From an optimization exercise on the open Yosys and OpenROAD flow, aimed at small area and few clock cycles per item; shortcuts taken in it are not production practice. Function was not checked in any run shown here: the RTL went through the layout flow alone.

==> flow/design.v, too long to show whole: its modules and the start of the top module <==
// module barrel_math_pipe: 2087 lines
// module bmp_fa: 4 lines
// module bmp_ha: 4 lines
// module bmp_hn: 4 lines
// module bmp_xnor2: 3 lines
// module bmp_or2: 3 lines
module barrel_math_pipe #(
  parameter int H_RES   = 1080,
  parameter int V_RES   = 960,
  parameter int COORD_W = 12,
  parameter int FRAC_W  = 3,
  parameter int K_SHIFT = 24
) (
  input  logic               clk,
  input  logic               reset,
  input  logic               gen_en,
  input  logic [1:0]         mode,
  input  logic [15:0]        k_coef,
  output logic [31:0]        tIn_tdata,
  output logic               tIn_tvalid,
  input  logic               tIn_tready,
  input  logic [31:0]        tOut_tdata,
  input  logic               tOut_tvalid,
  output logic               tOut_tready,
  output logic [31:0]        rCin_tdata,
  output logic [15:0]        rPin_tdata,
  output logic               rCin_tvalid,
  output logic               rPin_tvalid,
  input  logic               rCin_tready,
  input  logic               rPin_tready,
  input  logic [31:0]        rOut_tdata,
  input  logic               rOut_tvalid,
  output logic               rOut_tready,
  output logic [COORD_W-1:0] xOut,
  output logic [COORD_W-1:0] yOut,
  output logic               addr_vld,
  input  logic               mem_ready,
  output logic               clipped,
  output logic               frame_done
);
  // ...
==> flow/flow/run.sh <==
#!/bin/bash
# Standard layout with smaller port buffers and a clock tree of smaller buffers, without
# dummy loads. Each ORFS step keeps its own log under orfs/logs/; make's output goes to
# flow_make.log.
set -euo pipefail
bash standard.sh \
  'BUFFER_PORTS_ARGS=-buffer_cell sky130_fd_sc_hd__buf_1' \
  'CTS_ARGS=-sink_clustering_enable -repair_clock_nets -dont_use_dummy_load -buf_list {sky130_fd_sc_hd__clkbuf_4 sky130_fd_sc_hd__clkbuf_8}' \
  finish > flow_make.log 2>&1
==> flow/standard.sh <==
#!/bin/bash
# synth_recipe.tcl (not shown) runs the flow's synth.tcl, then flattens the netlist and writes it again
# the make line also repeats each setting of config.mk as NAME=value (left out here)
make -C /OpenROAD-flow-scripts/flow DESIGN_CONFIG=/design/flow/config.mk WORK_HOME=/design/flow/orfs CLKGATE_MAP_FILE= SYNTH_SCRIPT=/design/flow/synth_recipe.tcl "${@:-finish}"
==> flow/config.mk <==
export PLATFORM = sky130hd
export DESIGN_NAME = barrel_math_pipe
export DESIGN_NICKNAME = barrel_math_pipe
export VERILOG_FILES = /design/flow/design.v
export SDC_FILE = /design/flow/constraint.sdc
export NUM_CORES = 4
export LEC_CHECK = 0
export CAP_MARGIN = 20
export CORE_MARGIN = 2
export CORE_UTILIZATION = 60
export PLACE_DENSITY = 0.75
export SLEW_MARGIN = 20
export SYNTH_HIERARCHICAL = 1
export SYNTH_MINIMUM_KEEP_SIZE = 0
==> flow/constraint.sdc <==
create_clock -name core_clock -period 9.0 [get_ports {clk}]
set_input_delay 1.8000 -clock core_clock [delete_from_list [all_inputs] [get_ports {clk}]]
set_output_delay 1.8000 -clock core_clock [all_outputs]
set_load 0.01 [all_outputs]
==> flow_summary.yaml, run 1 <==
clock_tree:
  cts_resized: 0
  cts_made_buffers: 17
  cts_max_level: 4
  cts_setup_buffers: 0
  cts_buffer_depth: 2
  root_buffer: "clkbuf_8"
timing:
  max_freq_ghz: 0.116
  setup_violations: 0
  setup-tns-final_ns: 0
cells_and_area:
  syn_to_final_growth_pct: 4.64
  multi_input_area_sq_um: 22100
  post-route-util_pct: 63.6
  layout.nets: 3660
  bufAreaShareNonClock_pct: 4.02
drt:
  first_pass_iters: 8
  wl_met2_microns: 36200
  wirelength_microns: 71400
global_routing:
  grt_pass1_vias: 22200
  grt_usage_pct: 29.9
  busiest_layer: "met2"
setup_path:
  cp_max_fo: 16
  cp_common_cell: "fa_1"
  cp.depth: 18
  max_stage_delay_ns: 0.79
  timing.rr.start: "ka[11]"
hold_path:
  hp-class: "reg -> reg"
place:
  place_inst: 3350
logic_synthesis:
  synth_commonest_cells: "927 x nand2_1, 696 x fa_1, 188 x clkbuf_1, 149 x edfxtp_1, 111 x ha_1"
die:
  tapCellCount: 607
  die_h_microns: 221
outcome:
  status: "timing/DRC/antenna clean"
==> inputs of run 2 (changes only) <==
--- a/flow/config.mk
+++ b/flow/config.mk
@@ -7,8 +7,8 @@
 export LEC_CHECK = 0
 export CAP_MARGIN = 20
 export CORE_MARGIN = 2
-export CORE_UTILIZATION = 60
-export PLACE_DENSITY = 0.75
+export CORE_UTILIZATION = 40
+export PLACE_DENSITY = 0.8
 export SLEW_MARGIN = 20
 export SYNTH_HIERARCHICAL = 1
 export SYNTH_MINIMUM_KEEP_SIZE = 0
==> flow_summary.yaml, run 2 <==
die:
  core_area_sq_um: 70000
  io_pins: 203
  dieArea_sq_um: 72900
  die_h_microns: 270
  die_w_microns: 270
  rows: 97
  initial_core_util_pct: 40.4
drt:
  vias: 20100
  wl_per_cell_microns: 19.0
  drt-initial-drc-count: 1612
  first_pass_iters: 5
  antenna_left: 0
  wirelength_microns: 70600
  drc_errors: 0
  vias_per_cell: 5.41
cells_and_area:
  syn_to_final_growth_pct: 6.78
  multi_input_area_sq_um: 22100
  final_common_cell: "nand2_1"
  regArea_sq_um: 4990
  final_area_sq_um: 30200
  final_cell_mix: "926 x nand2_1, 696 x fa_1, 171 x buf_1"
  max_flop_register: "sqa"
  drive_above_1_share_pct: 4.53
  largest_register_ffs: 30
  layout.nets: 3680
  nFillCells: 6434
  antennaDiodeCount: 0
global_routing:
  grt_overflow_total: 0
  grt_pass1_vias: 21900
  grt_first_pass_wirelength_microns: 113000
  grt_start_max_net_pins: 80
  grt_usage_pct: 19.5
  antenna_found_initial: 1
logic_synthesis:
  synth_ff_type: "edfxtp_1"
  ys_ff_latch: 175
  synth-seq-area-share_pct: 17.7
  synth_top_cell_by_area: "fa_1"
  synth_cell_types: 61
  syn_area_sq_um: 28300
  yosys_warnings: 7
  synth_commonest_cells: "927 x nand2_1, 696 x fa_1, 188 x clkbuf_1, 149 x edfxtp_1, 111 x ha_1"
  synth_top_area_share_pct: 49.3
  syn_area_per_cell_sq_um: 10.5
  synth_area_leaders: "fa_1 49%, edfxtp_1 16%, nand2_1 12%"
  synth_cells: 2698
  yosysMostFrequentCell: "nand2_1"
  synth_edf_count: 149
  synth_async_sr_flop_share_pct: 0
clock_tree:
  cts_buffer_depth: 2
  cts_resized: 0
  clkSinkCount: 175
  clkLatencyLatePin_ns: 0.54
  cts_max_level: 4
  root_buffer: "clkbuf_8"
  cts_tree: "done"
  clk_pin_slew_worst_paths_ns: 0.10
  cts_made_buffers: 17
timing:
  setup-tns-final_ns: 0
  rsz0062_at_grt: "false"
  period_share_pct: 95.3
  maxSlewHeadroom_pct: 28.7
  hold_viol: 0
  min_period_ns: 8.58
  max_freq_ghz: 0.117
  tightest_slew_ns: 1.07
  setup_violations: 0
  drv_slew: 0
  finClkSkew_ns: 0.0509
setup_path:
  startpoint: "ka[9]"
  critPathCapture: "scb[10]"
  reg2reg_depth: 27
  timing.rr.start: "ka[9]"
  cp_max_fo: 9
  path_class: "reg -> reg"
  required_ns: 9.36
  ff2ff_setup_slack_ns: 0.42
  end_kind: "flip-flop"
  arrival_ns: 8.94
  timing.rr.end: "scb[10]"
  worstSetupStartpointType: "flip-flop"
place:
  portBuffers: 171
  hpwl_microns: 55300
  gp_congestion: 0.908
  placedInstanceArea_sq_um: 29800
hold_path:
  hp-class: "reg -> reg"
outcome:
  status: "timing/DRC/antenna clean"
job:
  drv_cap: 0
run 2: cell types whose count changed in the layout (fill, tap and decap cells not counted):
cell,before,now
buf_4,73,90
clkbuf_2,1,0
buf_1,170,171
and2_1,6,5
buf_12,0,3
and2_2,0,1
run 2: metal layers:
metal	track usage [%]	part of all wire, %
met5	0	0.014
met3	3.88	8.3
met2	33.7	51
met4	7.78	3.6
met1	23.8	37
run 2: worst max-delay path, cell delays in order, from the launching register on:
cell	delay [ns]
edfxtp_1	0.70
buf_4	0.24
nand2_1	0.07
fa_1	0.41
fa_1	0.47
fa_1	0.46
fa_1	0.46
fa_1	0.53
fa_1	0.43
ha_1	0.32
nand4_1	0.16
nor4_1	0.49
nand2_1	0.12
a21oi_1	0.20
o211ai_2	0.17
a2111oi_2	0.56
nor2_1	0.10
nand2_1	0.14
a31oi_1	0.12
fa_1	0.38
xor2_1	0.17
nor4_1	0.28
nand4_1	0.30
nor2_1	0.45
buf_4	0.23
a21oi_1	0.06
o221a_2	0.28
nor2_1	0.08
run 2: repair_timing:
item	CTS	global route
setup endpoints to repair	0	2
setup buffers	0	13
hold buffers	0	0
run 2: cell families (layout without fill, tap and decap cells):
logic type	Yosys count	in the layout	share of synthesized area, %
multiplexers	2	2	0.0708
AND/OR/NAND/NOR	1141	1141	16.6
adder cells (fa/ha/maj)	807	807	54.2
other	1	25	0.0133
flip-flops	175	175	17.7
buffers and inverters	297	355	4.41
AO/OA/AOI/OAI	169	169	3.84
XOR/XNOR	106	106	3.28
run 2: cell type report:
class | instances | share of cell area [%]
multi-input combinational | 2250 | 73.3
sequential | 175 | 16.5
timing repair buffer | 264 | 4.56
tap | 940 | 3.89
inverter | 74 | 0.920
clock buffer | 17 | 0.775
run 2: Yosys stat by module, one instance, submodules excluded, excerpt:
module	times used	area (sq um)	flops+latches	cells
bmp_fa	663	20.0	0	1
bmp_or2	42	6.26	0	1
bmp_xnor2	42	8.76	0	1
barrel_math_pipe	1	14400	175	1951
run 2: worst min-delay path by stage:
| stage | from | to | slack [ns] | cells after the start |
|---|---|---|---|---|
| after floorplan | pha[0] | phb[0] | 0.40 | 0 |
| after global placement | ra[5] | rb[5] | 0.40 | 0 |
| after detailed placement | ra[15] | rb[15] | 0.40 | 0 |
| after CTS | pha[3] | phb[3] | 0.41 | 0 |
| after global routing | pha[13] | phb[13] | 0.41 | 0 |
| final | pha[3] | phb[3] | 0.41 | 0 |
run 2: per-stage QoR:
stage	setup WS [ns]	hold slack, ns	utilization, %	instances
floorplan	1.46	0.400	-	2722
global placement	0.493	0.400	42.6	3690
detailed placement	0.438	0.405	42.6	3690
CTS	0.407	0.410	42.9	3707
global route	0.00183	0.415	43.1	3720
finish	0.419	0.405	43.1	3720
==> inputs of run 3 (changes only) <==
--- a/flow/config.mk
+++ b/flow/config.mk
@@ -7,8 +7,8 @@
 export LEC_CHECK = 0
 export CAP_MARGIN = 20
 export CORE_MARGIN = 2
-export CORE_UTILIZATION = 40
-export PLACE_DENSITY = 0.8
+export CORE_UTILIZATION = 70
+export PLACE_DENSITY = 0.85
 export SLEW_MARGIN = 20
 export SYNTH_HIERARCHICAL = 1
 export SYNTH_MINIMUM_KEEP_SIZE = 0
==> flow_summary.yaml, run 3 <==
cells_and_area:
  final_cells: 3274
  layout.nets: 3649
  max_flop_register: "sqa"
  post-route-util_pct: 74.0
  multi_input_area_sq_um: 22200
  largest_register_ffs: 30
  final_common_cell: "nand2_1"
  final_area_sq_um: 29500
  drive_above_1_share_pct: 3.46
  nFillCells: 2725
  final_cell_mix: "926 x nand2_1, 696 x fa_1, 171 x buf_1"
  antennaDiodeCount: 0
  syn_to_final_growth_pct: 4.15
  regArea_sq_um: 4990
place:
  gp_congestion: 0.956
  place_inst: 3250
  portBuffers: 171
  hpwl_microns: 53600
  placedInstanceArea_sq_um: 29100
  place_ws_ns: 0.507
drt:
  wirelength_microns: 70000
  vias_per_cell: 6.34
  wl_per_cell_microns: 21.4
  drc_errors: 0
  vias: 20800
  antenna_left: 0
  first_pass_iters: 8
  drt-initial-drc-count: 2017
logic_synthesis:
  syn_area_per_cell_sq_um: 10.5
  synth_cells: 2698
  synth_ff_type: "edfxtp_1"
  yosysMostFrequentCell: "nand2_1"
  synth_top_area_share_pct: 49.3
  synth_async_sr_flop_share_pct: 0
  synth-seq-area-share_pct: 17.7
  syn_area_sq_um: 28300
  synth_edf_count: 149
  synth_area_leaders: "fa_1 49%, edfxtp_1 16%, nand2_1 12%"
  synth_cell_types: 61
  synth_commonest_cells: "927 x nand2_1, 696 x fa_1, 188 x clkbuf_1, 149 x edfxtp_1, 111 x ha_1"
  ys_ff_latch: 175
  synth_top_cell_by_area: "fa_1"
  yosys_warnings: 7
die:
  die_w_microns: 205
  core_area_sq_um: 39800
  die_h_microns: 205
  dieArea_sq_um: 42000
  rows: 73
  io_pins: 203
  initial_core_util_pct: 71.0
setup_path:
  worstSetupStartpointType: "flip-flop"
  end_kind: "output pin"
  cp_max_fo: 16
  path_class: "reg -> out"
  required_ns: 7.20
  arrival_ns: 6.67
timing:
  drv_slew: 0
  setup_violations: 0
  setup-tns-final_ns: 0
  hold_viol: 0
  maxSlewHeadroom_pct: 30.8
  period_share_pct: 94.1
  min_period_ns: 8.47
  tightest_slew_ns: 1.04
  rsz0062_at_grt: "false"
  max_freq_ghz: 0.118
  fin_ws_ns: 0.528
  finClkSkew_ns: 0.0420
clock_tree:
  cts_tree: "done"
  clkLatencyLatePin_ns: 0.51
  clkSinkCount: 175
  cts_hold_buf: 0
  root_buffer: "clkbuf_8"
  cts_made_buffers: 17
  cts_buffer_depth: 2
  cts_max_level: 4
  clk_pin_slew_worst_paths_ns: 0.11
global_routing:
  grt_first_pass_wirelength_microns: 114000
  grt_pass1_vias: 23100
  grt_overflow_total: 0
  grt_start_max_net_pins: 65
  grt_usage_pct: 35.4
  antenna_found_initial: 0
hold_path:
  hp-class: "reg -> reg"
job:
  drv_cap: 0
outcome:
  status: "timing/DRC/antenna clean"
## run 3: changes by cell type in the layout (fill, tap and decap cells not counted), sizes merged
cell and delta:
buf -31
## run 3: layout make-up
type	instances	share of cell area, %
multi-input cells	2250	75.2
well taps	525	2.23
clock buffers	17	0.794
inverters	74	0.943
flip-flops and latches	175	17.0
repair buffers	233	3.87
## run 3: layer usage
layer	vias up	wire length [microns]	GRT usage, %
met1	10500	24000	44.3
li1	8491	-	-
met2	1477	34900	59.2
met5	-	0	0
met3	321	8180	8.64
met4	0	2860	15.4
## run 3: cell families (layout without fill, tap and decap cells)
| kind of cell | Yosys count | after routing | synth area share (%) |
|---|---|---|---|
| DFF | 175 | 175 | 17.7 |
| and+or+nand+nor | 1141 | 1141 | 16.6 |
| muxes | 2 | 2 | 0.0708 |
| buffers and inverters | 297 | 324 | 4.41 |
| AOI/OAI and AO/OA | 169 | 169 | 3.84 |
| other | 1 | 25 | 0.0133 |
| xor gates and xnor gates | 106 | 106 | 3.28 |
| adders and majority gates | 807 | 807 | 54.2 |
## run 3: final timing paths
kind	start	to	slack, ns	cells past startpoint
setup / recovery	scb[14]	rCin_tdata[15]	0.53	19
hold / removal	pha[11]	phb[11]	0.39	0
setup reg to reg	ka[13]	scb[0]	0.66	26
hold reg to reg	pha[11]	phb[11]	0.39	0
## run 3: modules after synthesis, one instance, submodules excluded, excerpt
module	flip-flops and latches	cells	cell area [sq um]
bmp_fa	0	1	20.0
bmp_xnor2	0	1	8.76
bmp_or2	0	1	6.26
barrel_math_pipe	175	1951	14400
## run 3: what timing repair did
action,in CTS,in global routing
endpoints found under the hold margin,0,0
setup endpoints to repair,0,14
setup buffers,0,6
resized for setup,0,2
## run 3: critical path: stages, from the launching register on
cell      delay (ns)
edfxtp_1        0.79
nand2_1         0.19
fa_1            0.60
fa_1            0.43
fa_1            0.48
fa_1            0.41
fa_1            0.54
fa_1            0.43
ha_1            0.35
nand2_1         0.06
o21ai_0         0.16
a21oi_1         0.11
a211o_1         0.36
a211o_1         0.32
nand2_1         0.08
nor2_1          0.05
fa_1            0.38
xnor2_1         0.19
nand2_1         0.08
buf_1           0.16
## run 3: stage by stage
| step | hold slack (ns) |
|---|---|
| after floorplan | 0.400 |
| after global placement | 0.400 |
| after detailed placement | 0.405 |
| after CTS | 0.396 |
| after global routing | 0.399 |
| final | 0.390 |
==> inputs of run 4 (changes only) <==
==> flow/flow/run.sh (replaced) <==
#!/bin/bash
# Standard layout with smaller port buffers and a clock tree of smaller buffers, without
# dummy loads. Each ORFS step keeps its own log under orfs/logs/; make's output goes to
# flow_make.log.
set -euo pipefail
bash standard.sh \
  'BUFFER_PORTS_ARGS=-buffer_cell sky130_fd_sc_hd__buf_1' \
  'CTS_ARGS=-sink_clustering_enable -sink_clustering_size 12 -repair_clock_nets -dont_use_dummy_load -buf_list sky130_fd_sc_hd__clkbuf_8' \
  finish > flow_make.log 2>&1
--- a/flow/config.mk
+++ b/flow/config.mk
@@ -7,8 +7,8 @@
 export LEC_CHECK = 0
 export CAP_MARGIN = 20
 export CORE_MARGIN = 2
-export CORE_UTILIZATION = 70
-export PLACE_DENSITY = 0.85
+export CORE_UTILIZATION = 60
+export PLACE_DENSITY = 0.75
 export SLEW_MARGIN = 20
 export SYNTH_HIERARCHICAL = 1
 export SYNTH_MINIMUM_KEEP_SIZE = 0
==> flow_summary.yaml, run 4 <==
global_routing:
  antenna_found_initial: 2
  grt_start_max_net_pins: 70
  met2_usage_pct: 50.6
  grt_pass1_vias: 22200
  grt_overflow_total: 0
  use_met3_pct: 4.32
  busiest_layer: "met2"
  grt_first_pass_wirelength_microns: 115000
  grt_usage_pct: 29.9
  grtUsageMet1_pct: 38.6
setup_path:
  crit_slowest_cell: "edfxtp_1"
  crit_chain: "nand2_1 -> fa_1 -> fa_1 -> fa_1 -> fa_1 -> fa_1 -> fa_1 -> ha_1 -> a21oi_1 -> o21ai_0 -> a21oi_1 -> a211o_1 -> nand2b_1 -> a21o_1 -> fa_1 -> xor2_1 -> nand2_1 -> buf_1"
  max_stage_delay_ns: 0.79
  worstSetupStartpointType: "flip-flop"
  startpoint: "scb[12]"
  timing.rr.start: "ka[11]"
  path_class: "reg -> out"
  cp_common_cell: "fa_1"
  required_ns: 7.20
  end_kind: "output pin"
  cp_max_fo: 16
  arrival_ns: 6.79
cells_and_area:
  antennaDiodeCount: 0
  final_common_cell: "nand2_1"
  drive_above_1_share_pct: 3.84
  nFillCells: 3696
  layout.nets: 3660
  syn_to_final_growth_pct: 4.64
  regArea_sq_um: 4990
  max_flop_register: "sqa"
  final_cell_mix: "926 x nand2_1, 696 x fa_1, 170 x buf_1"
  final_cells: 3367
  largest_register_ffs: 30
  multi_input_area_sq_um: 22100
logic_synthesis:
  synth-seq-area-share_pct: 17.7
  synth_top_cell_by_area: "fa_1"
  ys_ff_latch: 175
  synth_cell_types: 61
  synth_async_sr_flop_share_pct: 0
  synth_edf_count: 149
  synth_cells: 2698
  synth_fa_ha_area_share_pct: 54.2
  synth_area_leaders: "fa_1 49%, edfxtp_1 16%, nand2_1 12%"
  yosysMostFrequentCell: "nand2_1"
  yosys_warnings: 7
  synth_compound_area_share_pct: 3.84
  synthSimpleGateAreaFrac_pct: 16.6
  synth_commonest_cells: "927 x nand2_1, 696 x fa_1, 188 x clkbuf_1, 149 x edfxtp_1, 111 x ha_1"
  synth_top_area_share_pct: 49.3
  syn_area_sq_um: 28300
  synth_top_family_by_area: "adder cells"
  synthXorXnorAreaFrac_pct: 3.28
  synth_ff_type: "edfxtp_1"
  syn_area_per_cell_sq_um: 10.5
  muxShareOfSynthArea_pct: 0.0708
die:
  initial_core_util_pct: 60.8
  die_w_microns: 221
  io_pins: 203
  dieArea_sq_um: 48900
  rows: 79
  die_h_microns: 221
  core_area_sq_um: 46600
timing:
  max_freq_ghz: 0.116
  holdWs_ns: 0.404
  min_period_ns: 8.59
  hold_viol: 0
  period_share_pct: 95.4
  maxSlewHeadroom_pct: 33.1
  tightest_slew_ns: 1.00
  setup_violations: 0
  finClkSkew_ns: 0.0323
  setup-tns-final_ns: 0
  drv_slew: 0
  rsz0062_at_grt: "false"
clock_tree:
  cts_resized: 0
  root_buffer: "clkbuf_8"
  cts_made_buffers: 17
  cts_hold_buf: 0
  cts_tree: "done"
  clk_pin_slew_worst_paths_ns: 0.10
  clkSinkCount: 175
  cts_setup_buffers: 0
  clkLatencyLatePin_ns: 0.50
  cts_max_level: 4
  cts_buffer_depth: 2
drt:
  drc_errors: 0
  wl_per_cell_microns: 21.2
  drt-initial-drc-count: 1953
  vias: 20300
  wirelength_microns: 71400
  vias_per_cell: 6.04
  antenna_left: 0
  first_pass_iters: 8
place:
  hpwl_microns: 55700
  place_inst: 3350
  gp_congestion: 0.930
  portBuffers: 171
job:
  drv_cap: 0
outcome:
  status: "timing/DRC/antenna clean"
hold_path:
  hp-class: "reg -> reg"
  min_from: "pha[10]"
==> run 4: per-module statistics from Yosys (local to each module, per instance), excerpt <==
module            flip-flops and latches  times used
barrel_math_pipe                     175           1
bmp_fa                                 0         663
bmp_or2                                0          42
bmp_xnor2                              0          42
==> run 4: worst max-delay path, delay by kind of cell, from the launching register on <==
kind | cells | cell delay, ns
and+or+nand+nor | 3 | 0.40
AOI/OAI and AO/OA | 5 | 1.00
DFF | 1 | 0.79
buffers and inverters | 1 | 0.19
adders and majority gates | 8 | 3.56
xor gates and xnor gates | 1 | 0.36
==> run 4: final cells by class <==
| cell class | count | area share [%] |
|---|---|---|
| multi-input combinational | 2250 | 74.8 |
| sequential | 175 | 16.9 |
| clock buffer | 17 | 0.790 |
| inverter | 74 | 0.938 |
| tap | 607 | 2.57 |
| timing repair buffer | 244 | 4.02 |
==> run 4: path summary, 6_finish.rpt <==
path | end | slack (ns) | depth (start not counted)
min | phb[10] | 0.40 | 0
min reg2reg | phb[10] | 0.40 | 0
max reg2reg | scb[0] | 0.47 | 25
max | rCin_tdata[11] | 0.41 | 18
==> run 4: through the flow <==
stage          util, %  worst slack (ns)  area (sq um)
2_1_floorplan        -              1.46         28400
3_3_place_gp      63.1             0.720         29400
3_5_place_dp      63.1             0.574         29400
4_1_cts           63.6             0.451         29600
5_1_grt           63.6           0.00882         29600
6_report          63.6             0.412         29600
==> run 4: cell families (layout without fill, tap and decap cells) <==
logic type | Yosys count | count (layout)
muxes | 2 | 2
buffers and inverters | 297 | 335
and+or+nand+nor | 1141 | 1141
xor gates and xnor gates | 106 | 106
adders and majority gates | 807 | 807
other | 1 | 25
DFF | 175 | 175
AOI/OAI and AO/OA | 169 | 169
==> run 4: layer usage <==
layer,up-vias,part of all wire (%)
met2,1103,51
met3,245,8.0
met1,10400,37
li1,8525,-
met4,4,4.4
met5,-,0.032

static timing again, ports no longer ideal:
The flow's constraints put no driver on any port. The routed layouts listed below were extracted and timed again, unchanged, in two steps.
Step 1 (the two cells are an assumption about what drives the block):
set clk [get_ports {clk}]
set_driving_cell -lib_cell sky130_fd_sc_hd__clkbuf_16 $clk
set_driving_cell -lib_cell sky130_fd_sc_hd__buf_2 [delete_from_list [all_inputs] $clk]
Step 2 adds t to the input delays and takes it off the output delays; t is the mean of the earliest and latest rising clock arrival at the registers after step 1. Input paths then give back, and output paths get back, about the clock's delay inside the block.
a / b / c = ideal / step 1 / step 2; a / b = the first two.
run	t (ns)	slack for setup (ns)	worst hold slack (ns)	pins driven straight from the clock port
run 1	0.520	0.412 / 0.369 / 0.467	0.404 / 0.404 / 0.404	1
run 2	0.565	0.419 / 0.419 / 0.419	0.405 / 0.405 / 0.405	1
run 3	0.543	0.528 / 0.472 / 0.657	0.390 / 0.390 / 0.390	1
run 4	0.520	0.412 / 0.369 / 0.467	0.404 / 0.404 / 0.404	1
After both steps setup and hold are still met in every run listed.
